What follows belongs to an exercise in optimizing a design on an open flow for a short achievable clock period and few clock cycles; a production flow would make more cautious choices.
Only simulation tests tie the RTL to the original design; equivalence was not proved.
Power and IR drop assume default switching activity.

<file path="design/flow/design.v">
`timescale 1ns / 1ps
package plc_pkg;
    localparam int MAX_POINTS_DEF  = 7;
    localparam int COORD_BITS_DEF  = 16;
    localparam int MIN_POINTS      = 2;
    localparam int SAMPLE_W   = 17;
    localparam int VALUE_W    = 32;
    localparam int SEG_W      = 3;
    localparam int PCOUNT_W   = 3;
    localparam int CFG_IDX_W  = 4;
    localparam int CFG_DATA_W = 32;
    localparam int PX_LSB     = 16;
    localparam logic [CFG_IDX_W-1:0] REG_POINT_COUNT = 4'd0;
    localparam logic [CFG_IDX_W-1:0] REG_POINT_BASE  = 4'd1;
    localparam logic [PCOUNT_W-1:0] PCOUNT_RESET = 3'd2;
    localparam logic signed [VALUE_W-1:0] VALUE_MAX = 32'sh7fff_ffff;
    localparam logic signed [VALUE_W-1:0] VALUE_MIN = 32'sh8000_0000;
    typedef struct packed {
        logic [SEG_W-1:0] seg;
        logic             bypass;   
        logic             zerr;
        logic             qneg;     
    } t_tag;
endpackage
`timescale 1ns / 1ps
module plc_regs #(
    parameter int MAX_POINTS = plc_pkg::MAX_POINTS_DEF,
    parameter int COORD_BITS = plc_pkg::COORD_BITS_DEF
) (
    input  logic                            i_clk,
    input  logic                            i_rst_n,
    input  logic                            i_cfg_valid,
    output logic                            o_cfg_ready,
    input  logic [plc_pkg::CFG_IDX_W-1:0]   i_cfg_index,
    input  logic [plc_pkg::CFG_DATA_W-1:0]  i_cfg_data,
    output logic [MAX_POINTS-1:0][COORD_BITS-1:0] o_px,
    output logic [MAX_POINTS-1:0][COORD_BITS-1:0] o_py,
    output logic [plc_pkg::PCOUNT_W-1:0]    o_n_use
);
    logic [plc_pkg::PCOUNT_W-1:0]          r_count;
    logic [MAX_POINTS-1:0][COORD_BITS-1:0] r_px;
    logic [MAX_POINTS-1:0][COORD_BITS-1:0] r_py;
    logic                         w_wr;
    assign o_cfg_ready = 1'b1;
    assign w_wr        = i_cfg_valid && o_cfg_ready;
    always_ff @(posedge i_clk) begin
        if (!i_rst_n) begin
            r_count <= plc_pkg::PCOUNT_RESET;
            for (int k = 0; k < MAX_POINTS; k++) begin
                r_px[k] <= COORD_BITS'(k == 1);
                r_py[k] <= COORD_BITS'(k == 1);
            end
        end else if (w_wr) begin
            if (i_cfg_index == plc_pkg::REG_POINT_COUNT) begin
                r_count <= i_cfg_data[plc_pkg::PCOUNT_W-1:0];
            end
            for (int k = 0; k < MAX_POINTS; k++) begin
                if (i_cfg_index == plc_pkg::CFG_IDX_W'(int'(plc_pkg::REG_POINT_BASE) + k)) begin
                    r_px[k] <= i_cfg_data[plc_pkg::PX_LSB +: COORD_BITS];
                    r_py[k] <= i_cfg_data[COORD_BITS-1:0];
                end
            end
        end
    end
    always_comb begin
        if (r_count < plc_pkg::PCOUNT_W'(plc_pkg::MIN_POINTS)) begin
            o_n_use = plc_pkg::PCOUNT_W'(plc_pkg::MIN_POINTS);
        end else if (r_count > plc_pkg::PCOUNT_W'(MAX_POINTS)) begin
            o_n_use = plc_pkg::PCOUNT_W'(MAX_POINTS);
        end else begin
            o_n_use = r_count;
        end
    end
    assign o_px = r_px;
    assign o_py = r_py;
endmodule
`timescale 1ns / 1ps
module plc_stree (
    input  logic [5:0]  i_one,
    input  logic [5:0]  i_two,
    input  logic [5:0]  i_three,
    input  logic [5:0]  i_four,
    input  logic [5:0]  i_neg,
    input  logic [64:0] i_ms,
    input  logic [66:0] i_ms3,
    input  logic [81:0] i_cn,
    output logic [81:0] o_a,
    output logic [81:0] o_b
);
    logic [81:0] m1;
    logic [81:0] m2;
    logic [81:0] m3;
    logic [81:0] m4;
    assign m1 = {{17{i_ms[64]}}, i_ms};
    assign m2 = {m1[80:0], 1'b0};
    assign m3 = {{15{i_ms3[66]}}, i_ms3};
    assign m4 = {m1[79:0], 2'b0};
    logic [81:0] pp0;
    assign pp0 = (({82{i_one[0]}} & m1) | ({82{i_two[0]}} & m2) | ({82{i_three[0]}} & m3) | ({82{i_four[0]}} & m4)) ^ {82{i_neg[0]}};
    logic [81:0] r0_0;
    assign r0_0 = pp0;
    logic [81:0] pp1;
    assign pp1 = (({82{i_one[1]}} & m1) | ({82{i_two[1]}} & m2) | ({82{i_three[1]}} & m3) | ({82{i_four[1]}} & m4)) ^ {82{i_neg[1]}};
    logic [81:0] r0_1;
    assign r0_1 = {pp1[78:0], 2'b0, i_neg[0]};
    logic [81:0] pp2;
    assign pp2 = (({82{i_one[2]}} & m1) | ({82{i_two[2]}} & m2) | ({82{i_three[2]}} & m3) | ({82{i_four[2]}} & m4)) ^ {82{i_neg[2]}};
    logic [81:0] r0_2;
    assign r0_2 = {pp2[75:0], 2'b0, i_neg[1], 3'b0};
    logic [81:0] pp3;
    assign pp3 = (({82{i_one[3]}} & m1) | ({82{i_two[3]}} & m2) | ({82{i_three[3]}} & m3) | ({82{i_four[3]}} & m4)) ^ {82{i_neg[3]}};
    logic [81:0] r0_3;
    assign r0_3 = {pp3[72:0], 2'b0, i_neg[2], 6'b0};
    logic [81:0] pp4;
    assign pp4 = (({82{i_one[4]}} & m1) | ({82{i_two[4]}} & m2) | ({82{i_three[4]}} & m3) | ({82{i_four[4]}} & m4)) ^ {82{i_neg[4]}};
    logic [81:0] r0_4;
    assign r0_4 = {pp4[69:0], 2'b0, i_neg[3], 9'b0};
    logic [81:0] pp5;
    assign pp5 = (({82{i_one[5]}} & m1) | ({82{i_two[5]}} & m2) | ({82{i_three[5]}} & m3) | ({82{i_four[5]}} & m4)) ^ {82{i_neg[5]}};
    logic [81:0] r0_5;
    assign r0_5 = {pp5[66:0], 2'b0, i_neg[4], 12'b0};
    logic [81:0] r0_6;
    assign r0_6 = i_cn;
    logic [81:0] l1_0, l1_1;
    assign l1_0 = r0_0 ^ r0_1 ^ r0_2;
    assign l1_1 = {((r0_0[80:0] & r0_1[80:0]) | (r0_0[80:0] & r0_2[80:0]) | (r0_1[80:0] & r0_2[80:0])), 1'b0};
    logic [81:0] l1_2, l1_3;
    assign l1_2 = r0_3 ^ r0_4 ^ r0_5;
    assign l1_3 = {((r0_3[80:0] & r0_4[80:0]) | (r0_3[80:0] & r0_5[80:0]) | (r0_4[80:0] & r0_5[80:0])), 1'b0};
    logic [81:0] l2_0, l2_1;
    assign l2_0 = l1_0 ^ l1_1 ^ l1_2;
    assign l2_1 = {((l1_0[80:0] & l1_1[80:0]) | (l1_0[80:0] & l1_2[80:0]) | (l1_1[80:0] & l1_2[80:0])), 1'b0};
    logic [81:0] l3_0, l3_1;
    assign l3_0 = l2_0 ^ l2_1 ^ l1_3;
    assign l3_1 = {((l2_0[80:0] & l2_1[80:0]) | (l2_0[80:0] & l1_3[80:0]) | (l2_1[80:0] & l1_3[80:0])), 1'b0};
    logic [81:0] l4_0, l4_1;
    assign l4_0 = l3_0 ^ l3_1 ^ r0_6;
    assign l4_1 = {((l3_0[80:0] & l3_1[80:0]) | (l3_0[80:0] & r0_6[80:0]) | (l3_1[80:0] & r0_6[80:0])), 1'b0};
    assign o_a = l4_0;
    assign o_b = l4_1;
endmodule
module plc_pg2 (
    input  logic [81:0] i_a,
    input  logic [81:0] i_b,
    output logic [81:0] o_p,
    output logic [81:0] o_g,
    output logic [81:0] o_t
);
    logic [81:0] g0, t0, g1, t1;
    always_comb begin
        g0 = i_a & i_b;
        t0 = i_a ^ i_b;
        for (int i = 0; i < 82; i++) begin
            g1[i] = (i >= 1) ? (g0[i] | (t0[i] & g0[i-1])) : g0[i];
            t1[i] = (i >= 1) ? (t0[i] & t0[i-1]) : t0[i];
        end
        for (int i = 0; i < 82; i++) begin
            o_g[i] = (i >= 2) ? (g1[i] | (t1[i] & g1[i-2])) : g1[i];
            o_t[i] = (i >= 2) ? (t1[i] & t1[i-2]) : t1[i];
        end
    end
    assign o_p = t0;
endmodule
module plc_cpa (
    input  logic [81:0] i_p,
    input  logic [81:0] i_g,
    input  logic [81:0] i_t,
    output logic [31:0] o_value,
    output logic        o_ovf
);
    logic [81:0] g, t, gn, tn;
    logic [33:0] z;
    always_comb begin
        g = i_g;
        t = i_t;
        for (int d = 4; d < 82; d = d * 2) begin
            for (int i = 0; i < 82; i++) begin
                gn[i] = (i >= d) ? (g[i] | (t[i] & g[i-d])) : g[i];
                tn[i] = (i >= d) ? (t[i] & t[i-d]) : t[i];
            end
            g = gn;
            t = tn;
        end
        z = i_p[81:48] ^ g[80:47];
        o_ovf = (z[33:31] != 3'b000) && (z[33:31] != 3'b111);
        if (!o_ovf) begin
            o_value = z[31:0];
        end else if (z[33]) begin
            o_value = 32'h8000_0000;
        end else begin
            o_value = 32'h7fff_ffff;
        end
    end
endmodule
module plc_mula (
    input  logic [33:0] i_a,
    input  logic        i_inc,
    input  logic [15:0] i_b,
    output logic [49:0] o_s,
    output logic [49:0] o_c
);
    logic [49:0] r0_0;
    assign r0_0 = {16'b0, {34{i_b[0]}} & i_a};
    logic [49:0] r0_1;
    assign r0_1 = {15'b0, {34{i_b[1]}} & i_a, 1'b0};
    logic [49:0] r0_2;
    assign r0_2 = {14'b0, {34{i_b[2]}} & i_a, 2'b0};
    logic [49:0] r0_3;
    assign r0_3 = {13'b0, {34{i_b[3]}} & i_a, 3'b0};
    logic [49:0] r0_4;
    assign r0_4 = {12'b0, {34{i_b[4]}} & i_a, 4'b0};
    logic [49:0] r0_5;
    assign r0_5 = {11'b0, {34{i_b[5]}} & i_a, 5'b0};
    logic [49:0] r0_6;
    assign r0_6 = {10'b0, {34{i_b[6]}} & i_a, 6'b0};
    logic [49:0] r0_7;
    assign r0_7 = {9'b0, {34{i_b[7]}} & i_a, 7'b0};
    logic [49:0] r0_8;
    assign r0_8 = {8'b0, {34{i_b[8]}} & i_a, 8'b0};
    logic [49:0] r0_9;
    assign r0_9 = {7'b0, {34{i_b[9]}} & i_a, 9'b0};
    logic [49:0] r0_10;
    assign r0_10 = {6'b0, {34{i_b[10]}} & i_a, 10'b0};
    logic [49:0] r0_11;
    assign r0_11 = {5'b0, {34{i_b[11]}} & i_a, 11'b0};
    logic [49:0] r0_12;
    assign r0_12 = {4'b0, {34{i_b[12]}} & i_a, 12'b0};
    logic [49:0] r0_13;
    assign r0_13 = {3'b0, {34{i_b[13]}} & i_a, 13'b0};
    logic [49:0] r0_14;
    assign r0_14 = {2'b0, {34{i_b[14]}} & i_a, 14'b0};
    logic [49:0] r0_15;
    assign r0_15 = {1'b0, {34{i_b[15]}} & i_a, 15'b0};
    logic [49:0] r0_16;
    assign r0_16 = {34'b0, {16{i_inc}} & i_b};
    logic [49:0] l1_0, l1_1;
    assign l1_0 = r0_0 ^ r0_1 ^ r0_2;
    assign l1_1 = {((r0_0[48:0] & r0_1[48:0]) | (r0_0[48:0] & r0_2[48:0]) | (r0_1[48:0] & r0_2[48:0])), 1'b0};
    logic [49:0] l1_2, l1_3;
    assign l1_2 = r0_3 ^ r0_4 ^ r0_5;
    assign l1_3 = {((r0_3[48:0] & r0_4[48:0]) | (r0_3[48:0] & r0_5[48:0]) | (r0_4[48:0] & r0_5[48:0])), 1'b0};
    logic [49:0] l1_4, l1_5;
    assign l1_4 = r0_6 ^ r0_7 ^ r0_8;
    assign l1_5 = {((r0_6[48:0] & r0_7[48:0]) | (r0_6[48:0] & r0_8[48:0]) | (r0_7[48:0] & r0_8[48:0])), 1'b0};
    logic [49:0] l1_6, l1_7;
    assign l1_6 = r0_9 ^ r0_10 ^ r0_11;
    assign l1_7 = {((r0_9[48:0] & r0_10[48:0]) | (r0_9[48:0] & r0_11[48:0]) | (r0_10[48:0] & r0_11[48:0])), 1'b0};
    logic [49:0] l1_8, l1_9;
    assign l1_8 = r0_12 ^ r0_13 ^ r0_14;
    assign l1_9 = {((r0_12[48:0] & r0_13[48:0]) | (r0_12[48:0] & r0_14[48:0]) | (r0_13[48:0] & r0_14[48:0])), 1'b0};
    logic [49:0] l2_0, l2_1;
    assign l2_0 = l1_0 ^ l1_1 ^ l1_2;
    assign l2_1 = {((l1_0[48:0] & l1_1[48:0]) | (l1_0[48:0] & l1_2[48:0]) | (l1_1[48:0] & l1_2[48:0])), 1'b0};
    logic [49:0] l2_2, l2_3;
    assign l2_2 = l1_3 ^ l1_4 ^ l1_5;
    assign l2_3 = {((l1_3[48:0] & l1_4[48:0]) | (l1_3[48:0] & l1_5[48:0]) | (l1_4[48:0] & l1_5[48:0])), 1'b0};
    logic [49:0] l2_4, l2_5;
    assign l2_4 = l1_6 ^ l1_7 ^ l1_8;
    assign l2_5 = {((l1_6[48:0] & l1_7[48:0]) | (l1_6[48:0] & l1_8[48:0]) | (l1_7[48:0] & l1_8[48:0])), 1'b0};
    logic [49:0] l2_6, l2_7;
    assign l2_6 = l1_9 ^ r0_15 ^ r0_16;
    assign l2_7 = {((l1_9[48:0] & r0_15[48:0]) | (l1_9[48:0] & r0_16[48:0]) | (r0_15[48:0] & r0_16[48:0])), 1'b0};
    logic [49:0] l3_0, l3_1;
    assign l3_0 = l2_0 ^ l2_1 ^ l2_2;
    assign l3_1 = {((l2_0[48:0] & l2_1[48:0]) | (l2_0[48:0] & l2_2[48:0]) | (l2_1[48:0] & l2_2[48:0])), 1'b0};
    logic [49:0] l3_2, l3_3;
    assign l3_2 = l2_3 ^ l2_4 ^ l2_5;
    assign l3_3 = {((l2_3[48:0] & l2_4[48:0]) | (l2_3[48:0] & l2_5[48:0]) | (l2_4[48:0] & l2_5[48:0])), 1'b0};
    logic [49:0] l4_0, l4_1;
    assign l4_0 = l3_0 ^ l3_1 ^ l3_2;
    assign l4_1 = {((l3_0[48:0] & l3_1[48:0]) | (l3_0[48:0] & l3_2[48:0]) | (l3_1[48:0] & l3_2[48:0])), 1'b0};
    logic [49:0] l4_2, l4_3;
    assign l4_2 = l3_3 ^ l2_6 ^ l2_7;
    assign l4_3 = {((l3_3[48:0] & l2_6[48:0]) | (l3_3[48:0] & l2_7[48:0]) | (l2_6[48:0] & l2_7[48:0])), 1'b0};
    logic [49:0] l5_0, l5_1;
    assign l5_0 = l4_0 ^ l4_1 ^ l4_2;
    assign l5_1 = {((l4_0[48:0] & l4_1[48:0]) | (l4_0[48:0] & l4_2[48:0]) | (l4_1[48:0] & l4_2[48:0])), 1'b0};
    logic [49:0] l6_0, l6_1;
    assign l6_0 = l5_0 ^ l5_1 ^ l4_3;
    assign l6_1 = {((l5_0[48:0] & l5_1[48:0]) | (l5_0[48:0] & l4_3[48:0]) | (l5_1[48:0] & l4_3[48:0])), 1'b0};
    assign o_s = l6_0;
    assign o_c = l6_1;
endmodule
module plc_mulb (
    input  logic [49:0] i_a,
    input  logic [15:0] i_b,
    output logic [81:0] o_s,
    output logic [81:0] o_c
);
    logic [81:0] r0_0;
    assign r0_0 = {32'b0, {50{i_b[0]}} & i_a};
    logic [81:0] r0_1;
    assign r0_1 = {31'b0, {50{i_b[1]}} & i_a, 1'b0};
    logic [81:0] r0_2;
    assign r0_2 = {30'b0, {50{i_b[2]}} & i_a, 2'b0};
    logic [81:0] r0_3;
    assign r0_3 = {29'b0, {50{i_b[3]}} & i_a, 3'b0};
    logic [81:0] r0_4;
    assign r0_4 = {28'b0, {50{i_b[4]}} & i_a, 4'b0};
    logic [81:0] r0_5;
    assign r0_5 = {27'b0, {50{i_b[5]}} & i_a, 5'b0};
    logic [81:0] r0_6;
    assign r0_6 = {26'b0, {50{i_b[6]}} & i_a, 6'b0};
    logic [81:0] r0_7;
    assign r0_7 = {25'b0, {50{i_b[7]}} & i_a, 7'b0};
    logic [81:0] r0_8;
    assign r0_8 = {24'b0, {50{i_b[8]}} & i_a, 8'b0};
    logic [81:0] r0_9;
    assign r0_9 = {23'b0, {50{i_b[9]}} & i_a, 9'b0};
    logic [81:0] r0_10;
    assign r0_10 = {22'b0, {50{i_b[10]}} & i_a, 10'b0};
    logic [81:0] r0_11;
    assign r0_11 = {21'b0, {50{i_b[11]}} & i_a, 11'b0};
    logic [81:0] r0_12;
    assign r0_12 = {20'b0, {50{i_b[12]}} & i_a, 12'b0};
    logic [81:0] r0_13;
    assign r0_13 = {19'b0, {50{i_b[13]}} & i_a, 13'b0};
    logic [81:0] r0_14;
    assign r0_14 = {18'b0, {50{i_b[14]}} & i_a, 14'b0};
    logic [81:0] r0_15;
    assign r0_15 = {17'b0, {50{i_b[15]}} & i_a, 15'b0};
    logic [81:0] l1_0, l1_1;
    assign l1_0 = r0_0 ^ r0_1 ^ r0_2;
    assign l1_1 = {((r0_0[80:0] & r0_1[80:0]) | (r0_0[80:0] & r0_2[80:0]) | (r0_1[80:0] & r0_2[80:0])), 1'b0};
    logic [81:0] l1_2, l1_3;
    assign l1_2 = r0_3 ^ r0_4 ^ r0_5;
    assign l1_3 = {((r0_3[80:0] & r0_4[80:0]) | (r0_3[80:0] & r0_5[80:0]) | (r0_4[80:0] & r0_5[80:0])), 1'b0};
    logic [81:0] l1_4, l1_5;
    assign l1_4 = r0_6 ^ r0_7 ^ r0_8;
    assign l1_5 = {((r0_6[80:0] & r0_7[80:0]) | (r0_6[80:0] & r0_8[80:0]) | (r0_7[80:0] & r0_8[80:0])), 1'b0};
    logic [81:0] l1_6, l1_7;
    assign l1_6 = r0_9 ^ r0_10 ^ r0_11;
    assign l1_7 = {((r0_9[80:0] & r0_10[80:0]) | (r0_9[80:0] & r0_11[80:0]) | (r0_10[80:0] & r0_11[80:0])), 1'b0};
    logic [81:0] l1_8, l1_9;
    assign l1_8 = r0_12 ^ r0_13 ^ r0_14;
    assign l1_9 = {((r0_12[80:0] & r0_13[80:0]) | (r0_12[80:0] & r0_14[80:0]) | (r0_13[80:0] & r0_14[80:0])), 1'b0};
    logic [81:0] l2_0, l2_1;
    assign l2_0 = l1_0 ^ l1_1 ^ l1_2;
    assign l2_1 = {((l1_0[80:0] & l1_1[80:0]) | (l1_0[80:0] & l1_2[80:0]) | (l1_1[80:0] & l1_2[80:0])), 1'b0};
    logic [81:0] l2_2, l2_3;
    assign l2_2 = l1_3 ^ l1_4 ^ l1_5;
    assign l2_3 = {((l1_3[80:0] & l1_4[80:0]) | (l1_3[80:0] & l1_5[80:0]) | (l1_4[80:0] & l1_5[80:0])), 1'b0};
    logic [81:0] l2_4, l2_5;
    assign l2_4 = l1_6 ^ l1_7 ^ l1_8;
    assign l2_5 = {((l1_6[80:0] & l1_7[80:0]) | (l1_6[80:0] & l1_8[80:0]) | (l1_7[80:0] & l1_8[80:0])), 1'b0};
    logic [81:0] l3_0, l3_1;
    assign l3_0 = l2_0 ^ l2_1 ^ l2_2;
    assign l3_1 = {((l2_0[80:0] & l2_1[80:0]) | (l2_0[80:0] & l2_2[80:0]) | (l2_1[80:0] & l2_2[80:0])), 1'b0};
    logic [81:0] l3_2, l3_3;
    assign l3_2 = l2_3 ^ l2_4 ^ l2_5;
    assign l3_3 = {((l2_3[80:0] & l2_4[80:0]) | (l2_3[80:0] & l2_5[80:0]) | (l2_4[80:0] & l2_5[80:0])), 1'b0};
    logic [81:0] l4_0, l4_1;
    assign l4_0 = l3_0 ^ l3_1 ^ l3_2;
    assign l4_1 = {((l3_0[80:0] & l3_1[80:0]) | (l3_0[80:0] & l3_2[80:0]) | (l3_1[80:0] & l3_2[80:0])), 1'b0};
    logic [81:0] l4_2, l4_3;
    assign l4_2 = l3_3 ^ l1_9 ^ r0_15;
    assign l4_3 = {((l3_3[80:0] & l1_9[80:0]) | (l3_3[80:0] & r0_15[80:0]) | (l1_9[80:0] & r0_15[80:0])), 1'b0};
    logic [81:0] l5_0, l5_1;
    assign l5_0 = l4_0 ^ l4_1 ^ l4_2;
    assign l5_1 = {((l4_0[80:0] & l4_1[80:0]) | (l4_0[80:0] & l4_2[80:0]) | (l4_1[80:0] & l4_2[80:0])), 1'b0};
    logic [81:0] l6_0, l6_1;
    assign l6_0 = l5_0 ^ l5_1 ^ l4_3;
    assign l6_1 = {((l5_0[80:0] & l5_1[80:0]) | (l5_0[80:0] & l4_3[80:0]) | (l5_1[80:0] & l4_3[80:0])), 1'b0};
    assign o_s = l6_0;
    assign o_c = l6_1;
endmodule
`timescale 1ns / 1ps
module plc_rdig16 (
    input  logic [15:0]      i_r,
    input  logic [35:0]      i_q,
    input  logic [7:0][19:0] i_odd,
    output logic [15:0]      o_r,
    output logic [35:0]      o_q
);
    logic [15:1][19:0] mul;
    logic [19:0]       t;
    logic [15:1][20:0] dif;
    logic [16:1]       ge;
    logic [19:0]       r_n;
    logic [3:0]        d;
    assign t = {i_r, 4'b0};
    always_comb begin
        for (int j = 1; j <= 15; j++) begin
            if (j % 8 == 0)      mul[j] = {i_odd[0][16:0], 3'b0};
            else if (j % 4 == 0) mul[j] = {i_odd[(j / 4 - 1) / 2][17:0], 2'b0};
            else if (j % 2 == 0) mul[j] = {i_odd[(j / 2 - 1) / 2][18:0], 1'b0};
            else                 mul[j] = i_odd[(j - 1) / 2];
        end
        ge[16] = 1'b0;
        for (int j = 1; j <= 15; j++) begin
            dif[j] = {1'b0, t} - {1'b0, mul[j]};
            ge[j]  = !dif[j][20];
        end
        r_n = ge[1] ? 20'b0 : t;
        d   = 4'd0;
        for (int j = 1; j <= 15; j++) begin
            if (ge[j] && !ge[j+1]) begin
                r_n = r_n | dif[j][19:0];
                d   = d | 4'(j);
            end
        end
    end
    assign o_r = r_n[15:0];
    assign o_q = {i_q[31:0], d};
endmodule
module plc_div #(
    parameter int NSEG = 6
) (
    input  logic                   i_clk,
    input  logic                   i_rst_n,
    input  logic                   i_wr,
    input  logic [2:0]             i_wpt,
    input  logic [15:0]            i_wx,
    input  logic [15:0]            i_wy,
    input  logic [NSEG:0][15:0]    i_px,
    input  logic [NSEG:0][15:0]    i_py,
    output logic [NSEG-1:0][64:0]  o_ms,
    output logic [NSEG-1:0][66:0]  o_ms3,
    output logic [NSEG-1:0][81:0]  o_cn,
    output logic [NSEG-1:0][81:0]  o_cn1,
    output logic [NSEG-1:0]        o_zw,
    output logic [NSEG-1:0]        o_pend
);
    logic [NSEG-1:0] r_dirty;
    logic [NSEG-1:0] w_touch;
    logic            w_issue;
    logic [2:0]      w_tag;
    logic            w_new_a;
    logic            w_new_b;
    always_comb begin
        for (int k = 0; k < NSEG; k++) begin
            w_touch[k] = i_wr && ((i_wpt == 3'(k)) || (i_wpt == 3'(k + 1)));
        end
        w_issue = 1'b0;
        w_tag   = 3'd0;
        w_new_a = 1'b0;
        w_new_b = 1'b0;
        if (i_wr) begin
            w_issue = 1'b1;
            if (i_wpt == 3'd0) begin
                w_tag   = 3'd0;
                w_new_a = 1'b1;
            end else begin
                w_tag   = i_wpt - 3'd1;
                w_new_b = 1'b1;
            end
        end else begin
            for (int k = NSEG - 1; k >= 0; k--) begin
                if (r_dirty[k]) begin
                    w_issue = 1'b1;
                    w_tag   = 3'(k);
                end
            end
        end
    end
    always_ff @(posedge i_clk) begin
        if (!i_rst_n) begin
            r_dirty <= '1;
        end else begin
            for (int k = 0; k < NSEG; k++) begin
                r_dirty[k] <= (r_dirty[k] || w_touch[k]) && !(w_issue && (w_tag == 3'(k)));
            end
        end
    end
    logic [15:0] xa, xb, ya, yb;
    logic [16:0] dxp, dxn, dyp, dyn;
    logic        negx, negy;
    always_comb begin
        xa = w_new_a ? i_wx : i_px[w_tag];
        ya = w_new_a ? i_wy : i_py[w_tag];
        xb = w_new_b ? i_wx : i_px[w_tag + 3'd1];
        yb = w_new_b ? i_wy : i_py[w_tag + 3'd1];
        dxp  = {1'b0, xb} - {1'b0, xa};
        dxn  = {1'b0, xa} - {1'b0, xb};
        dyp  = {yb[15], yb} - {ya[15], ya};
        dyn  = {ya[15], ya} - {yb[15], yb};
        negx = dxp[16];
        negy = dyp[16];
    end
    localparam int NDS = 4;
    localparam int NST = NDS + 6;
    logic [NST-1:0]      v;
    logic [NST-1:0][2:0] tg;
    logic [NST-1:0]      s_sgn;
    logic [NST-1:0]      s_zw;
    logic [NST-1:0][3:0] s_lz;
    logic [NDS+2:0][15:0] s_yabs;
    always_ff @(posedge i_clk) begin
        if (!i_rst_n) begin
            v <= '0;
        end else begin
            v <= {v[NST-2:0], w_issue};
        end
    end
    logic [15:0] a_dabs;
    always_ff @(posedge i_clk) begin
        tg[0]     <= w_tag;
        s_sgn[0]  <= negx ^ negy;
        s_zw[0]   <= (xa == xb);
        a_dabs    <= negx ? dxn[15:0] : dxp[15:0];
        s_yabs[0] <= negy ? dyn[15:0] : dyp[15:0];
        s_lz[0]   <= '0;
    end
    logic [3:0]  lz;
    logic [15:0] dn;
    always_comb begin
        lz = 4'd0;
        for (int i = 0; i < 16; i++) begin
            if (a_dabs[i]) lz = 4'(15 - i);
        end
        dn = a_dabs << lz;
    end
    logic [15:0] a_dn;
    always_ff @(posedge i_clk) begin
        tg[1]     <= tg[0];
        s_sgn[1]  <= s_sgn[0];
        s_zw[1]   <= s_zw[0];
        s_lz[1]   <= lz;
        s_yabs[1] <= s_yabs[0];
        a_dn      <= dn;
    end
    logic [NDS:0][7:0][19:0] s_odd;
    logic [NDS:0][15:0]      s_r;
    logic [NDS:0][35:0]      s_q;
    always_ff @(posedge i_clk) begin
        tg[2]     <= tg[1];
        s_sgn[2]  <= s_sgn[1];
        s_zw[2]   <= s_zw[1];
        s_lz[2]   <= s_lz[1];
        s_yabs[2] <= s_yabs[1];
        for (int j = 0; j < 8; j++) begin
            s_odd[0][j] <= 20'(2 * j + 1) * {4'b0, a_dn};
        end
        if (a_dn == 16'h8000) begin
            s_r[0] <= 16'd0;
            s_q[0] <= 36'd2;
        end else begin
            s_r[0] <= 16'(-a_dn);
            s_q[0] <= 36'd1;
        end
    end
    for (genvar g = 0; g < NDS; g++) begin : g_ds
        logic [47:0]  dr;
        logic [107:0] dq;
        assign dr[15:0] = s_r[g];
        assign dq[35:0] = s_q[g];
        for (genvar i = 0; i < 2; i++) begin : g_dig
            plc_rdig16 u_dig (
                .i_r   (dr[16*i +: 16]),
                .i_q   (dq[36*i +: 36]),
                .i_odd (s_odd[g]),
                .o_r   (dr[16*(i+1) +: 16]),
                .o_q   (dq[36*(i+1) +: 36])
            );
        end
        always_ff @(posedge i_clk) begin
            tg[g+3]     <= tg[g+2];
            s_sgn[g+3]  <= s_sgn[g+2];
            s_zw[g+3]   <= s_zw[g+2];
            s_lz[g+3]   <= s_lz[g+2];
            s_yabs[g+3] <= s_yabs[g+2];
            s_odd[g+1]  <= s_odd[g];
            s_r[g+1]    <= dr[47:32];
            s_q[g+1]    <= dq[107:72];
        end
    end
    logic [49:0] m1_s, m1_c;
    plc_mula u_mula (
        .i_a   (s_q[NDS][33:0]),
        .i_inc (s_r[NDS] != 16'd0),
        .i_b   (s_yabs[NDS+2]),
        .o_s   (m1_s),
        .o_c   (m1_c)
    );
    logic [49:0] r_m1s, r_m1c;
    always_ff @(posedge i_clk) begin
        tg[NDS+3]    <= tg[NDS+2];
        s_sgn[NDS+3] <= s_sgn[NDS+2];
        s_zw[NDS+3]  <= s_zw[NDS+2];
        s_lz[NDS+3]  <= s_lz[NDS+2];
        r_m1s        <= m1_s;
        r_m1c        <= m1_c;
    end
    logic [49:0] p1;
    logic [64:0] p1s;
    logic [15:0] xa3;
    logic [81:0] m2_s, m2_c;
    assign p1  = r_m1s + r_m1c;
    assign p1s = 65'(p1) << s_lz[NDS+3];
    assign xa3 = i_px[tg[NDS+3]];
    plc_mulb u_mulb (
        .i_a (p1),
        .i_b (xa3),
        .o_s (m2_s),
        .o_c (m2_c)
    );
    logic [81:0] r_m2s, r_m2c;
    logic [64:0] r_msv;
    always_ff @(posedge i_clk) begin
        tg[NDS+4]    <= tg[NDS+3];
        s_sgn[NDS+4] <= s_sgn[NDS+3];
        s_zw[NDS+4]  <= s_zw[NDS+3];
        s_lz[NDS+4]  <= s_lz[NDS+3];
        r_m2s        <= m2_s;
        r_m2c        <= m2_c;
        r_msv        <= s_zw[NDS+3] ? 65'd0 : (s_sgn[NDS+3] ? -p1s : p1s);
    end
    logic [15:0] ya4;
    logic [81:0] ta, tb, yw, ka, kb;
    logic [81:0] c0s, c0c, c1s, c1c, c2s, c2c;
    logic [66:0] ms3_n;
    always_comb begin
        ya4 = i_py[tg[NDS+4]];
        yw  = {{18{ya4[15]}}, ya4, 48'h0};
        ta  = s_zw[NDS+4] ? 82'd0 : (r_m2s << s_lz[NDS+4]);
        tb  = s_zw[NDS+4] ? 82'd0 : (r_m2c << s_lz[NDS+4]);
        if (!s_sgn[NDS+4]) begin
            ta = ~ta;
            tb = ~tb;
        end
        ka  = s_sgn[NDS+4] ? 82'd0 : 82'd2;
        kb  = s_sgn[NDS+4] ? 82'hffff_ffff_ffff : 82'h1_0000_0000_0001;
        c0s = yw ^ ta ^ tb;
        c0c = {((yw[80:0] & ta[80:0]) | (yw[80:0] & tb[80:0]) | (ta[80:0] & tb[80:0])), 1'b0};
        c1s = c0s ^ c0c ^ ka;
        c1c = {((c0s[80:0] & c0c[80:0]) | (c0s[80:0] & ka[80:0]) | (c0c[80:0] & ka[80:0])), 1'b0};
        c2s = c0s ^ c0c ^ kb;
        c2c = {((c0s[80:0] & c0c[80:0]) | (c0s[80:0] & kb[80:0]) | (c0c[80:0] & kb[80:0])), 1'b0};
        ms3_n = {{2{r_msv[64]}}, r_msv} + {r_msv[64], r_msv, 1'b0};
    end
    logic [81:0] r_c1s, r_c1c, r_c2s, r_c2c;
    logic [64:0] r_msv5;
    logic [66:0] r_ms3v;
    always_ff @(posedge i_clk) begin
        tg[NDS+5]   <= tg[NDS+4];
        s_zw[NDS+5] <= s_zw[NDS+4];
        r_c1s       <= c1s;
        r_c1c       <= c1c;
        r_c2s       <= c2s;
        r_c2c       <= c2c;
        r_msv5      <= r_msv;
        r_ms3v      <= ms3_n;
    end
    logic [81:0] cn_n, cn1_n;
    assign cn_n  = r_c1s + r_c1c;
    assign cn1_n = r_c2s + r_c2c;
    logic [NSEG-1:0][64:0] r_ms;
    logic [NSEG-1:0][66:0] r_ms3;
    logic [NSEG-1:0][81:0] r_cn;
    logic [NSEG-1:0][81:0] r_cn1;
    logic [NSEG-1:0]       r_zw;
    always_ff @(posedge i_clk) begin
        for (int k = 0; k < NSEG; k++) begin
            if (v[NST-1] && (tg[NST-1] == 3'(k))) begin
                r_ms[k]  <= r_msv5;
                r_ms3[k] <= r_ms3v;
                r_cn[k]  <= cn_n;
                r_cn1[k] <= cn1_n;
                r_zw[k]  <= s_zw[NST-1];
            end
        end
    end
    always_comb begin
        for (int k = 0; k < NSEG; k++) begin
            o_pend[k] = r_dirty[k];
            for (int i = 0; i < NST; i++) begin
                if (v[i] && (tg[i] == 3'(k))) o_pend[k] = 1'b1;
            end
        end
    end
    assign o_ms  = r_ms;
    assign o_ms3 = r_ms3;
    assign o_cn  = r_cn;
    assign o_cn1 = r_cn1;
    assign o_zw = r_zw;
endmodule
`timescale 1ns / 1ps
module piecewise_linear_interpolator_core #(
    parameter int MAX_POINTS = plc_pkg::MAX_POINTS_DEF,
    parameter int COORD_BITS = plc_pkg::COORD_BITS_DEF
) (
    input  logic                                i_clk,
    input  logic                                i_rst_n,
    input  logic                                start,
    output logic                                busy,
    input  logic signed [plc_pkg::SAMPLE_W-1:0] i_sample_in,
    output logic                                o_done,
    output logic signed [plc_pkg::VALUE_W-1:0]  o_curve_value,
    output logic [plc_pkg::SEG_W-1:0]           o_segment_index,
    output logic                                o_zero_width_error,
    output logic                                o_overflow_flag,
    input  logic                                i_cfg_valid,
    output logic                                o_cfg_ready,
    input  logic [plc_pkg::CFG_IDX_W-1:0]       i_cfg_index,
    input  logic [plc_pkg::CFG_DATA_W-1:0]      i_cfg_data
);
    localparam int NSEG = MAX_POINTS - 1;
    logic [MAX_POINTS-1:0][COORD_BITS-1:0] w_px;
    logic [MAX_POINTS-1:0][COORD_BITS-1:0] w_py;
    logic [plc_pkg::PCOUNT_W-1:0]          w_n_use;
    plc_regs #(
        .MAX_POINTS (MAX_POINTS),
        .COORD_BITS (COORD_BITS)
    ) u_regs (
        .i_clk       (i_clk),
        .i_rst_n     (i_rst_n),
        .i_cfg_valid (i_cfg_valid),
        .o_cfg_ready (o_cfg_ready),
        .i_cfg_index (i_cfg_index),
        .i_cfg_data  (i_cfg_data),
        .o_px        (w_px),
        .o_py        (w_py),
        .o_n_use     (w_n_use)
    );
    logic       w_pt_wr;
    logic [2:0] w_wpt;
    assign w_pt_wr = i_cfg_valid && o_cfg_ready
                  && (i_cfg_index >= plc_pkg::REG_POINT_BASE)
                  && (i_cfg_index <  plc_pkg::CFG_IDX_W'(int'(plc_pkg::REG_POINT_BASE) + MAX_POINTS));
    assign w_wpt   = 3'(i_cfg_index - plc_pkg::REG_POINT_BASE);
    logic [NSEG-1:0][64:0] w_ms;
    logic [NSEG-1:0][66:0] w_ms3;
    logic [NSEG-1:0][81:0] w_cn;
    logic [NSEG-1:0][81:0] w_cn1;
    logic [NSEG-1:0]       w_zw;
    logic [NSEG-1:0]       w_pend;
    plc_div #(
        .NSEG (NSEG)
    ) u_pre (
        .i_clk   (i_clk),
        .i_rst_n (i_rst_n),
        .i_wr    (w_pt_wr),
        .i_wpt   (w_wpt),
        .i_wx    (i_cfg_data[plc_pkg::PX_LSB +: COORD_BITS]),
        .i_wy    (i_cfg_data[COORD_BITS-1:0]),
        .i_px    (w_px),
        .i_py    (w_py),
        .o_ms    (w_ms),
        .o_ms3   (w_ms3),
        .o_cn    (w_cn),
        .o_cn1   (w_cn1),
        .o_zw    (w_zw),
        .o_pend  (w_pend)
    );
    logic        r_hold;
    logic [16:0] r_hs;
    logic [16:0] w_sin;
    assign busy  = r_hold;
    assign w_sin = r_hold ? r_hs : i_sample_in;
    logic [15:0]     w_s;
    logic            w_neg;
    logic [NSEG-1:0] w_ge;
    logic [NSEG-1:0] w_sel;
    logic [2:0]      w_seg;
    logic            w_zerr;
    logic            w_wait;
    assign w_s   = w_sin[15:0];
    assign w_neg = w_sin[plc_pkg::SAMPLE_W-1];
    plc_search u_search (
        .i_s     (w_s),
        .i_neg   (w_neg),
        .i_px    (w_px[NSEG-1:0]),
        .i_n_use (w_n_use),
        .i_pend  (w_pend),
        .i_zw    (w_zw),
        .o_ge    (w_ge),
        .o_sel   (w_sel),
        .o_seg   (w_seg),
        .o_zerr  (w_zerr),
        .o_busy  (w_wait)
    );
    logic w_accept;
    logic w_go;
    assign w_accept = start && !busy;
    assign w_go     = (w_accept || r_hold) && !w_wait;
    always_ff @(posedge i_clk) begin
        if (!i_rst_n) begin
            r_hold <= 1'b0;
        end else begin
            r_hold <= (w_accept || r_hold) && w_wait;
        end
    end
    always_ff @(posedge i_clk) begin
        if (!r_hold) begin
            r_hs <= i_sample_in;
        end
    end
    logic [5:0] w_one;
    logic [5:0] w_two;
    logic [5:0] w_three;
    logic [5:0] w_four;
    logic [5:0] w_bneg;
    always_comb begin
        logic [18:0] sx;
        logic [3:0]  grp;
        sx = {2'b00, w_s, 1'b0};
        for (int j = 0; j < 6; j++) begin
            grp = sx[3*j +: 4];
            w_bneg[j]  = grp[3];
            w_one[j]   = 1'b0;
            w_two[j]   = 1'b0;
            w_three[j] = 1'b0;
            w_four[j]  = 1'b0;
            case (grp)
                4'b0001, 4'b0010, 4'b1101, 4'b1110: w_one[j]   = 1'b1;
                4'b0011, 4'b0100, 4'b1011, 4'b1100: w_two[j]   = 1'b1;
                4'b0101, 4'b0110, 4'b1001, 4'b1010: w_three[j] = 1'b1;
                4'b0111, 4'b1000:                   w_four[j]  = 1'b1;
                default: ;
            endcase
        end
    end
    logic [NSEG-1:0][81:0] w_ta;
    logic [NSEG-1:0][81:0] w_tb;
    logic [81:0]           w_sa;
    logic [81:0]           w_sb;
    logic [81:0]           w_pp;
    logic [81:0]           w_pg;
    logic [81:0]           w_pt;
    logic [81:0]           r_pp;
    logic [81:0]           r_pg;
    logic [81:0]           r_pt;
    for (genvar k = 0; k < NSEG; k++) begin : g_tree
        plc_stree u_tree (
            .i_one   (w_one),
            .i_two   (w_two),
            .i_three (w_three),
            .i_four  (w_four),
            .i_neg   (w_bneg),
            .i_ms    (w_ms[k]),
            .i_ms3   (w_ms3[k]),
            .i_cn    ((!w_ge[k] ^ w_ms[k][64]) ? w_cn1[k] : w_cn[k]),
            .o_a     (w_ta[k]),
            .o_b     (w_tb[k])
        );
    end
    always_comb begin
        w_sa = {82{w_neg}} & {{18{w_py[0][15]}}, w_py[0], 48'h0};
        w_sb = '0;
        for (int k = 0; k < NSEG; k++) begin
            w_sa = w_sa | ({82{w_sel[k] && !w_neg}} & w_ta[k]);
            w_sb = w_sb | ({82{w_sel[k] && !w_neg}} & w_tb[k]);
        end
    end
    plc_pg2 u_pg2 (
        .i_a (w_sa),
        .i_b (w_sb),
        .o_p (w_pp),
        .o_g (w_pg),
        .o_t (w_pt)
    );
    always_ff @(posedge i_clk) begin
        r_pp <= w_pp;
        r_pg <= w_pg;
        r_pt <= w_pt;
    end
    logic       r_done;
    logic [2:0] r_seg;
    logic       r_zerr;
    always_ff @(posedge i_clk) begin
        if (!i_rst_n) begin
            r_done <= 1'b0;
        end else begin
            r_done <= w_go;
        end
    end
    always_ff @(posedge i_clk) begin
        r_seg  <= w_seg;
        r_zerr <= w_zerr;
    end
    logic                               w_ovf;
    logic signed [plc_pkg::VALUE_W-1:0] w_value;
    plc_cpa u_cpa (
        .i_p     (r_pp),
        .i_g     (r_pg),
        .i_t     (r_pt),
        .o_value (w_value),
        .o_ovf   (w_ovf)
    );
    assign o_done             = r_done;
    assign o_curve_value      = w_value;
    assign o_segment_index    = r_seg;
    assign o_zero_width_error = r_zerr;
    assign o_overflow_flag    = w_ovf;
endmodule
module plc_search (
    input  logic [15:0]      i_s,
    input  logic             i_neg,
    input  logic [5:0][15:0] i_px,
    input  logic [2:0]       i_n_use,
    input  logic [5:0]       i_pend,
    input  logic [5:0]       i_zw,
    output logic [5:0]       o_ge,
    output logic [5:0]       o_sel,
    output logic [2:0]       o_seg,
    output logic             o_zerr,
    output logic             o_busy
);
    logic [6:0] reach;
    always_comb begin
        for (int k = 0; k < 6; k++) begin
            o_ge[k] = (i_s >= i_px[k]);
        end
        reach[0] = 1'b1;
        for (int k = 1; k < 6; k++) begin
            reach[k] = reach[k-1] && (k + 1 < int'(i_n_use)) && o_ge[k];
        end
        reach[6] = 1'b0;
        o_seg = 3'd0;
        for (int k = 0; k < 6; k++) begin
            o_sel[k] = i_neg ? (k == 0) : (reach[k] && !reach[k+1]);
            if (o_sel[k]) o_seg = 3'(k);
        end
        o_zerr = !i_neg && ((i_zw & o_sel) != '0);
        o_busy = !i_neg && ((i_pend & o_sel) != '0);
    end
endmodule
</file>
<file path="design/flow/run.sh">
#!/bin/bash
# synth_recipe.tcl (not shown) runs the flow's synth.tcl, then flattens the netlist and writes it again
# the make line also repeats each setting of config.mk as NAME=value (left out here)
make -C /OpenROAD-flow-scripts/flow DESIGN_CONFIG=/design/flow/config.mk WORK_HOME=/design/flow/orfs CLKGATE_MAP_FILE= SYNTH_SCRIPT=/design/flow/synth_recipe.tcl finish
</file>
<file path="design/flow/config.mk">
export PLATFORM = sky130hd
export DESIGN_NAME = piecewise_linear_interpolator_core
export DESIGN_NICKNAME = piecewise_linear_interpolator_core
export VERILOG_FILES = /design/flow/design.v
export SDC_FILE = /design/flow/constraint.sdc
export NUM_CORES = 4
export LEC_CHECK = 0
export CAP_MARGIN = 20
export CORE_MARGIN = 2
export CORE_UTILIZATION = 35
export MIN_ROUTING_LAYER = met2
export PLACE_DENSITY = 0.55
export SETUP_SLACK_MARGIN = 3.5
export SLEW_MARGIN = 20
export SYNTH_HIERARCHICAL = 1
</file>
<file path="design/flow/constraint.sdc">
create_clock -name core_clock -period 10.0 [get_ports {i_clk}]
set_input_delay 2.0000 -clock core_clock [delete_from_list [all_inputs] [get_ports {i_clk}]]
set_output_delay 2.0000 -clock core_clock [all_outputs]
set_load 0.01 [all_outputs]
</file>
==> impl_metrics.tcl <==
set metrics [dict create \
    grt_first_pass_wirelength_um 3940000 \
    htreeDepth 6 \
    netlist_area_mm2 0.428 \
    fp.dieH_um 1110 \
    firstError "[ERROR GRT-0116] Global routing finished with congestion. Check the congestion regions in the DRC Viewer." \
    place_ws_ns 0.556 \
    grt_pass1_vias 641155 \
    placedCellCount 60960 \
    syn_avg_cell_area_um2 9.41 \
    outcome "aborted with a tool error" \
    grt_max_degree 116 \
    cts_root_buf "clkbuf_16" \
    stop_stage "5_1_grt" \
    globalRouteOverflowTotal 1442 \
    row_count 406 \
    cts_buffers 533 \
    grt_usage_pct 68.0 \
    gp_congestion 1.20 \
    io_pins 97 \
    clockBufferDepth 5 \
    port_buffers 95 \
    syn_inst 45425 \
    dp_hpwl_um 1920000 \
    initial_core_util_pct 35.0 \
    die_w_um 1110 \
    yosys_warnings 13 \
]
-- stage by stage --
step | total power, mW | hold slack [ns] | area [um^2] | utilization, %
after floorplan | 185 | 0.310 | 428000 | -
after global placement | 313 | 0.310 | 457000 | 37.5
after detailed placement | 315 | 0.312 | 458000 | 37.5
after CTS | 369 | 0.260 | 513000 | 42.0
-- worst max path at each step --
stage | startpoint | end | cells after the start | slack, ns
3_3_place_gp | i_cfg_index[0] | u_pre.a_dabs[14] | 29 | 0.05
3_5_place_dp | i_sample_in[2] | r_pg[76] | 19 | 0.56
2_1_floorplan | u_pre.tg[28] | r_hold | 8 | 1.64
4_1_cts | u_pre.s_r[32] | u_pre.s_r[60] | 26 | 2.95
-- power groups by stage --
stage,logic [mW],clock network (mW),registers (mW)
after floorplan,159,0,26.7
after global placement,280,0,32.6
after CTS,316,21.0,32.3
after detailed placement,282,0,32.6
-- per-layer routing --
layer | overflow | GRT usage, %
met2 | 85 | 72.2
met5 | 189 | 57.1
met4 | 111 | 44.3
met3 | 1057 | 78.4
met1 | - | -
-- repair_timing --
action | in CTS
buffers inserted | 1309
pin swaps | 1464
endpoints found under the setup margin | 528
gates resized for setup | 4591
gates cloned | 130
hold buffers | 0
Testbench counts, summed over its fixed seeds: cycles 3,636.
